Context: an optimization exercise on an open-source flow, tuned for small area, a short achievable clock period and few clock cycles. The choices shown serve that exercise and are no tape-out recipe. The RTL was checked by simulation tests, not by an equivalence proof against the original design. No activity file was given, so power comes from the tool's default toggle rates.

wip/maple:
## step_spike_detector
module step_spike_detector (
    input  logic        i_clk,
    input  logic        i_rst_n,
    input  logic        i_in_valid,
    output logic        o_in_ready,
    input  logic        i_in_operation,
    input  logic [12:0] i_in_accel_x,
    input  logic [12:0] i_in_accel_y,
    input  logic [12:0] i_in_accel_z,
    output logic        o_out_valid,
    input  logic        i_out_ready,
    output logic        o_out_step_detected,
    output logic [12:0] o_out_current_magnitude,
    output logic [12:0] o_out_baseline_magnitude,
    input  logic        i_cfg_we,
    input  logic [0:0]  i_cfg_idx,
    input  logic [12:0] i_cfg_data
);
clock: 10.0 ns
lec_check: 0
cap_margin: 20
core_margin: 2
core_utilization: 40
cts_buf_list: sky130_fd_sc_hd__clkbuf_16
cts_cluster_diameter: 100
cts_cluster_size: 30
slew_margin: 20
standard.sh (not shown) runs the stock make flow with config.mk's settings and CLKGATE_MAP_FILE= SYNTH_SCRIPT=/design/flow/synth_recipe.tcl, a recipe that flattens the netlist after the stock synthesis.
==> flow/flow/run.sh <==
#!/bin/bash
set -euo pipefail
bash standard.sh SETUP_SLACK_MARGIN=6.7 finish > standard_flow.log 2>&1
Testbench counts of wip/maple, summed over its fixed seeds: cycles 8,452.
diff inputs: wip/maple => wip/pepper
- removing CTS_CLUSTER_DIAMETER (formerly 100)
- removing CTS_BUF_LIST (formerly sky130_fd_sc_hd__clkbuf_16)
- removing CTS_CLUSTER_SIZE (formerly 30)
## What came out
wip/pepper finished all stages; the layout is clean. wip/maple has lower clock-buffer cell count than wip/pepper. Taking wip/maple as the reference, in wip/pepper clock latency on the worst-skew pair has increased; count of filler cells inserted in the layout has decreased; count of vias placed by the detailed router has increased; power share of the clock group has increased. Remaining max-slew budget at the tightest pin came out lower on wip/pepper than on wip/maple. Sort wip/maple and wip/pepper by final area asc -> top: wip/maple. Total chip power (wip/pepper vs. wip/maple) increases by more than 10%. Compared with wip/maple, wip/pepper shows a lower fraction of area in registers. wip/pepper vs. wip/maple: required time of the worst setup path went up; routed wire length went up.
Input changes introduced in wip/indigo (baseline for comparison: wip/pepper):
- an added CTS_CLUSTER_SIZE of 30
- an added CTS_BUF_LIST of sky130_fd_sc_hd__clkbuf_8 sky130_fd_sc_hd__clkbuf_16
- an added CTS_CLUSTER_DIAMETER of 120
==> comparison <==
Compared wip/indigo vs wip/pepper, and clock-buffer cell count is down in wip/indigo.
wip/indigo vs. wip/pepper: peak fanout along the critical path went up 1, share of the clock period used by the worst path after layout went down 0.27 points, met1 global-route usage held, combined buffer and inverter count along the critical path went up 1, net switching power went down 0.33 mW.
Of wip/indigo and wip/pepper, it is wip/indigo that has the lower overall routing resource usage.
Here is what was changed in the inputs of wip/onyx compared with wip/indigo.
- clearing CTS_CLUSTER_DIAMETER, which used to be 120
- swapping 30 for 25 in CTS_CLUSTER_SIZE
- swapping sky130_fd_sc_hd__clkbuf_8 sky130_fd_sc_hd__clkbuf_16 for sky130_fd_sc_hd__clkbuf_8 in CTS_BUF_LIST
Findings:
- Per the final summary, wip/onyx finished and its layout is clean on timing, DRC and antenna.
- On maximum achievable frequency, wip/indigo beats wip/onyx.
- Between wip/indigo and wip/onyx, switching power is lower for wip/indigo, wip/onyx comes in above that.
- wip/onyx vs wip/indigo — standby leakage power rose 5.5%.
- Min total power across wip/indigo and wip/onyx: wip/indigo
- Global routing usage on met1: wip/onyx vs wip/indigo, no meaningful difference
- In the reports for wip/indigo and wip/onyx, the larger average wire per cell in the routed design belongs to wip/indigo.
The following lists how wip/harbor was set up differently from wip/onyx:
- putting CTS_CLUSTER_DIAMETER at 100 where nothing was set
- swapping sky130_fd_sc_hd__clkbuf_8 for sky130_fd_sc_hd__clkbuf_8 sky130_fd_sc_hd__clkbuf_16 in CTS_BUF_LIST
==> flow/flow/run.sh <==
#!/bin/bash
set -euo pipefail
bash standard.sh SETUP_SLACK_MARGIN=6.85 finish > standard_flow.log 2>&1
Findings:
wip/onyx -> wip/harbor: number of top-level pins delta 0, exact match
For the count of clock buffers in the final design, wip/harbor came in 70% lower than wip/onyx did.
wip/harbor: met2 wire length about 0.5% above wip/onyx
wip/harbor reports a lower pin slew with the least headroom to its limit than wip/onyx does.
Run comparison: wip/onyx startpoint-to-endpoint class of the critical path reg2out; wip/harbor startpoint-to-endpoint class of the critical path reg2reg
Reported for wip/onyx and wip/harbor, count of clock tree sinks turned out identical to the last digit.
## Diff of input files: wip/raven against wip/harbor
- CTS_CLUSTER_SIZE removed (was 25)
- CTS_CLUSTER_DIAMETER removed (was 100)
- CTS_BUF_LIST removed (was sky130_fd_sc_hd__clkbuf_8 sky130_fd_sc_hd__clkbuf_16)
==> flow/flow/run.sh <==
#!/bin/bash
set -euo pipefail
bash standard.sh SETUP_SLACK_MARGIN=6.95 finish > standard_flow.log 2>&1
## What came out
- Looking at the reports, wip/raven completed the entire flow and the layout it produced met the timing, design-rule and antenna checks.
- Comparing wip/harbor and wip/raven, the lower fraction of power consumed by combinational cells was measured on wip/raven.
- Against wip/harbor, wip/raven comes in about 0.6% higher on post-detailed-placement half-perimeter wirelength.
- wip/harbor -> wip/raven: period utilization flat
- Compared with wip/harbor, wip/raven degrades via count.
- Share of total power in the clock network up 7.8 points in wip/raven wrt wip/harbor
- Between wip/harbor and wip/raven, combinational power is lower for wip/harbor, wip/raven comes in above that.
- ~same post-detailed-route via-to-cell ratio in wip/harbor and wip/raven
- On wip/raven: number of levels the H-tree was split into is 1 higher than what wip/harbor gave.
- Between wip/harbor and wip/raven, the met1 layer usage reported by global route figures differ only marginally.

========
## v6
Another version of the RTL of step_spike_detector (not shown whole).
Size in the first run: ~3,800 cells after synthesis, ~88 I/O pins.
## step_spike_detector
module step_spike_detector #(
    parameter logic [12:0] SQRT_CUT = 13'b1_0100_1001_0000
) (
    input  logic        i_clk,
    input  logic        i_rst_n,
    input  logic        i_in_valid,
    output logic        o_in_ready,
    input  logic        i_in_operation,
    input  logic [12:0] i_in_accel_x,
    input  logic [12:0] i_in_accel_y,
    input  logic [12:0] i_in_accel_z,
    output logic        o_out_valid,
    input  logic        i_out_ready,
    output logic        o_out_step_detected,
    output logic [12:0] o_out_current_magnitude,
    output logic [12:0] o_out_baseline_magnitude,
    input  logic        i_cfg_we,
    input  logic [0:0]  i_cfg_idx,
    input  logic [12:0] i_cfg_data
);
Settings: LEC_CHECK=0, CAP_MARGIN=20, CORE_MARGIN=2, CORE_UTILIZATION=40, SETUP_SLACK_MARGIN=5, SLEW_MARGIN=20; clock period 10.0 ns.
run.sh (not shown) runs the stock make flow with config.mk's settings and CLKGATE_MAP_FILE= SYNTH_SCRIPT=/design/flow/synth_recipe.tcl, a recipe that flattens the netlist after the stock synthesis.
Stock flow here: none of the scripts above is used.
v6 completed end to end with timing, DRC and antenna clean.
Testbench counts of v6, summed over its fixed seeds: cycles 8,388.
## Diff of input files: v7 against v6
--- a/flow/config.mk
+++ b/flow/config.mk
@@ -10,3 +10,2 @@
 export CORE_UTILIZATION = 40
-export SETUP_SLACK_MARGIN = 5
 export SLEW_MARGIN = 20
==> run summary <==
The flow did not stop early for v7: all stages ran, and the layout cleared the timing, design-rule and antenna checks.
v6 consumes more power than v7.
Routed wire in v7 totals less than in v6.
From v6 to v7 the numbers moved as follows: fraction of standard cell area that is sequential rose 2.7 points, largest vdd supply drop has decreased.

========
Another version of the RTL of step_spike_detector (not shown whole).
Size in the first run: ~4100 cells after synthesis, roughly 88 I/O pins, about 49000 um2 of cells after synthesis.
==> flow/config.mk <==
export PLATFORM = sky130hd
export DESIGN_NAME = step_spike_detector
export DESIGN_NICKNAME = step_spike_detector
export VERILOG_FILES = /design/flow/design.v
export SDC_FILE = /design/flow/constraint.sdc
export NUM_CORES = 4
export LEC_CHECK = 0
export CAP_MARGIN = 20
export CORE_MARGIN = 2
export CORE_UTILIZATION = 40
export SLEW_MARGIN = 20
==> flow/constraint.sdc <==
create_clock -name core_clock -period 10.0 [get_ports {i_clk}]
set_input_delay 2.0000 -clock core_clock [delete_from_list [all_inputs] [get_ports {i_clk}]]
set_output_delay 2.0000 -clock core_clock [all_outputs]
set_load 0.01 [all_outputs]
standard.sh (not shown) runs the stock make flow with config.mk's settings and CLKGATE_MAP_FILE= SYNTH_SCRIPT=/design/flow/synth_recipe.tcl, a recipe that flattens the netlist after the stock synthesis.
==> flow/flow/run.sh <==
#!/bin/bash
set -euo pipefail
bash standard.sh SETUP_SLACK_MARGIN=6.7 finish > standard_flow.log 2>&1
The first run ran to the end with no violations.
Testbench counts at the start, summed over its fixed seeds: cycles 8,452.
Rerun with:
Settings changed: ABC_AREA from default to 1.
Design area is lower slightly.
Via count is higher by a few percent.
Sequential cell count stays the same.
Wire length is higher by a few percent.
Non-clock buffer count is lower by 69.
Worst setup slack degrades by 0.0095 ns.
Global-route usage is higher by 0.70 points.
Fmax hardly moves.
Clock skew is lower by 0.044 ns.

========
step_spike_detector with an RTL version that a note above also has.
Size: roughly 88 I/O pins.
## step_spike_detector
module step_spike_detector (
    input  logic        i_clk,
    input  logic        i_rst_n,
    input  logic        i_in_valid,
    output logic        o_in_ready,
    input  logic        i_in_operation,
    input  logic [12:0] i_in_accel_x,
    input  logic [12:0] i_in_accel_y,
    input  logic [12:0] i_in_accel_z,
    output logic        o_out_valid,
    input  logic        i_out_ready,
    output logic        o_out_step_detected,
    output logic [12:0] o_out_current_magnitude,
    output logic [12:0] o_out_baseline_magnitude,
    input  logic        i_cfg_we,
    input  logic [0:0]  i_cfg_idx,
    input  logic [12:0] i_cfg_data
);
clock: 10.0 ns
lec_check: 0
cap_margin: 20
core_margin: 2
core_utilization: 40
cts_buf_list: sky130_fd_sc_hd__clkbuf_8 sky130_fd_sc_hd__clkbuf_16
cts_cluster_diameter: 100
cts_cluster_size: 25
slew_margin: 20
==> flow/flow/run.sh <==
#!/bin/bash
set -euo pipefail
bash standard.sh SETUP_SLACK_MARGIN=6.55 finish > standard_flow.log 2>&1
Testbench counts at the start, summed over its fixed seeds: cycles 8,452.
Rerun with:
==> flow/flow/run.sh (replaced) <==
#!/bin/bash
set -euo pipefail
bash standard.sh SETUP_SLACK_MARGIN=6.7 finish > standard_flow.log 2>&1
=> The changed run completed without violations. Utilization increases by 0.26 points. Clock power goes up by about 4%. Sequential share of layout area is lower by 0.28 points. Final area climbs by about 0.6%. Routed wire length falls by 0.43%. Hold slack barely changes. Fmax barely changes. Register-to-register slack stays flat. Non-clock buffer count rose by 10. Worst setup slack gets better by 7.9 ps.
Rerun with:
Settings changed: CTS_CLUSTER_DIAMETER 100 to 80, CTS_CLUSTER_SIZE 25 to 20.
What happened: The changed run went through all stages and came out clean. Maximum frequency barely changes. Setup slack degrades by 7.3 ps. Wire length shrinks by 0.30%.

========
Another version of the RTL of step_spike_detector (not shown whole).
For scale: roughly 4,100 cells after synthesis, roughly 930 flip-flops, roughly 88 I/O pins.
// step_spike_detector
module step_spike_detector (
    input  logic        i_clk,
    input  logic        i_rst_n,
    input  logic        i_in_valid,
    output logic        o_in_ready,
    input  logic        i_in_operation,
    input  logic [12:0] i_in_accel_x,
    input  logic [12:0] i_in_accel_y,
    input  logic [12:0] i_in_accel_z,
    output logic        o_out_valid,
    input  logic        i_out_ready,
    output logic        o_out_step_detected,
    output logic [12:0] o_out_current_magnitude,
    output logic [12:0] o_out_baseline_magnitude,
    input  logic        i_cfg_we,
    input  logic [0:0]  i_cfg_idx,
    input  logic [12:0] i_cfg_data
);
Settings: LEC_CHECK=0, CAP_MARGIN=20, CORE_MARGIN=2, CORE_UTILIZATION=70, SLEW_MARGIN=20; clock period 10.0 ns.
run.sh (not shown) runs the stock make flow with config.mk's settings and CLKGATE_MAP_FILE= SYNTH_SCRIPT=/design/flow/synth_recipe.tcl, a recipe that flattens the netlist after the stock synthesis.
Stock flow here: none of the scripts above is used.
The first run went through all stages and came out clean.
Testbench counts at the start, summed over its fixed seeds: cycles 8,452.
==> next run, changes <==
CORE_UTILIZATION = 40   (was 70)
What happened:
- The new run went through all stages and came out clean
- die area is higher by 74%
- sequential power decreases by about 0.7%
- final cell count rises by 13%

========
Setup of yarrow:
Another version of the RTL of step_spike_detector (not shown whole).
Size in the first run: ~920 flip-flops.
==> flow/config.mk <==
export PLATFORM = sky130hd
export DESIGN_NAME = step_spike_detector
export DESIGN_NICKNAME = step_spike_detector
export VERILOG_FILES = /design/flow/design.v
export SDC_FILE = /design/flow/constraint.sdc
export NUM_CORES = 4
export LEC_CHECK = 0
export CAP_MARGIN = 20
export CORE_MARGIN = 2
export CORE_UTILIZATION = 40
export SLEW_MARGIN = 20
==> flow/constraint.sdc <==
create_clock -name core_clock -period 10.0 [get_ports {i_clk}]
set_input_delay 2.0000 -clock core_clock [delete_from_list [all_inputs] [get_ports {i_clk}]]
set_output_delay 2.0000 -clock core_clock [all_outputs]
set_load 0.01 [all_outputs]
Testbench counts of yarrow, summed over its fixed seeds: cycles 8,452.
diff inputs: yarrow => nickel
==> flow/flow/run.sh (new file) <==
#!/bin/bash
set -euo pipefail
bash standard.sh SETUP_SLACK_MARGIN=7.0 finish > standard_flow.log 2>&1
==> flow/standard.sh (new file) <==
#!/bin/bash
# synth_recipe.tcl (not shown) runs the flow's synth.tcl, then flattens the netlist and writes it again
# the make line also repeats each setting of config.mk as NAME=value (left out here)
make -C /OpenROAD-flow-scripts/flow DESIGN_CONFIG=/design/flow/config.mk WORK_HOME=/design/flow/orfs CLKGATE_MAP_FILE= SYNTH_SCRIPT=/design/flow/synth_recipe.tcl "${@:-finish}"
-- flow/config.mk --
<<< yarrow, line 9
export CORE_MARGIN = 2
export CORE_UTILIZATION = 40
export SLEW_MARGIN = 20
>>> nickel, line 9
export CORE_MARGIN = 2
export CORE_UTILIZATION = 60
export SLEW_MARGIN = 20
removed: flow/run.sh
- Compared with yarrow, in nickel horizontal die dimension has decreased, depth of the worst register-to-register path went down, fraction of power consumed by the clock network shows a reduction of 3.5 points, share of flip-flops with an asynchronous set or reset essentially unchanged, CTS clock-pin slew for the worst setup and hold paths stayed essentially flat.
- The die area reported for nickel is smaller than that of yarrow by about 33%.
- Cell area (higher): nickel
- Share of total power in combinational logic, nickel and yarrow, higher one = nickel.
- Summary of nickel over yarrow: power density of the placed cells rose by about 4.4%; wire length on met2 rose by 17%.

[port drivers added, routing unchanged]
No port has a modelled driver above. Below, the same layouts with a new extraction and two added sets of constraints. Step 1, drivers: a clkbuf_16 drives i_clk and a buf_2 each remaining input, both assumed. Step 2 adds t to the input delays and takes it off the output delays; t is the mean of the earliest and latest rising clock arrival at the registers after step 1. Input paths then give back, and output paths get back, about the clock's delay inside the block. a / b / c = ideal ports / drivers / drivers and shift; a / b = the first two.
run	t, ns	slack for setup (ns)	latest minus earliest clock arrival (ns)	slew at the worst register clock pin (ns)
wip/maple	0.733	6.550 / 6.550 / 6.186	0.035 / 0.036	0.12 / 0.12
wip/pepper	0.755	6.602 / 6.602 / 6.149	0.071 / 0.072	0.07 / 0.07
wip/indigo	0.724	6.629 / 6.621 / 6.140	0.058 / 0.058	0.12 / 0.12
wip/onyx	0.928	6.499 / 6.432 / 5.987	0.048 / 0.048	0.07 / 0.07
wip/harbor	0.720	6.575 / 6.575 / 6.267	0.042 / 0.042	0.11 / 0.11
wip/raven	0.762	6.582 / 6.582 / 6.260	0.062 / 0.063	0.06 / 0.06
v6	0.722	4.039 / 4.039 / 4.039	0.029 / 0.028	0.07 / 0.07
v7	0.722	3.370 / 3.370 / 3.370	0.029 / 0.030	0.06 / 0.06
the first run of note 3	0.766	6.555 / 6.555 / 5.971	0.066 / 0.067	0.07 / 0.07
the second run of note 3	0.778	6.545 / 6.545 / 6.083	0.016 / 0.015	0.06 / 0.06
the first run of note 4	0.728	6.603 / 6.549 / 6.195	0.034 / 0.034	0.11 / 0.11
the second run of note 4	0.728	6.611 / 6.611 / 6.140	0.045 / 0.045	0.11 / 0.11
the third run of note 4	0.753	6.604 / 6.604 / 6.154	0.036 / 0.036	0.09 / 0.09
the first run of note 5	0.706	5.478 / 5.478 / 5.478	0.038 / 0.039	0.07 / 0.07
the second run of note 5	0.757	5.410 / 5.410 / 5.410	0.038 / 0.038	0.07 / 0.07
yarrow	0.759	5.558 / 5.558 / 5.558	0.050 / 0.050	0.07 / 0.07
nickel	0.728	6.249 / 6.249 / 6.249	0.057 / 0.057	0.07 / 0.07
After both steps setup and hold are still met in every run listed. The setup slack of the first run of note 3, which loses most, moves by 0.000 ns with the drivers and by -0.584 ns with both steps.
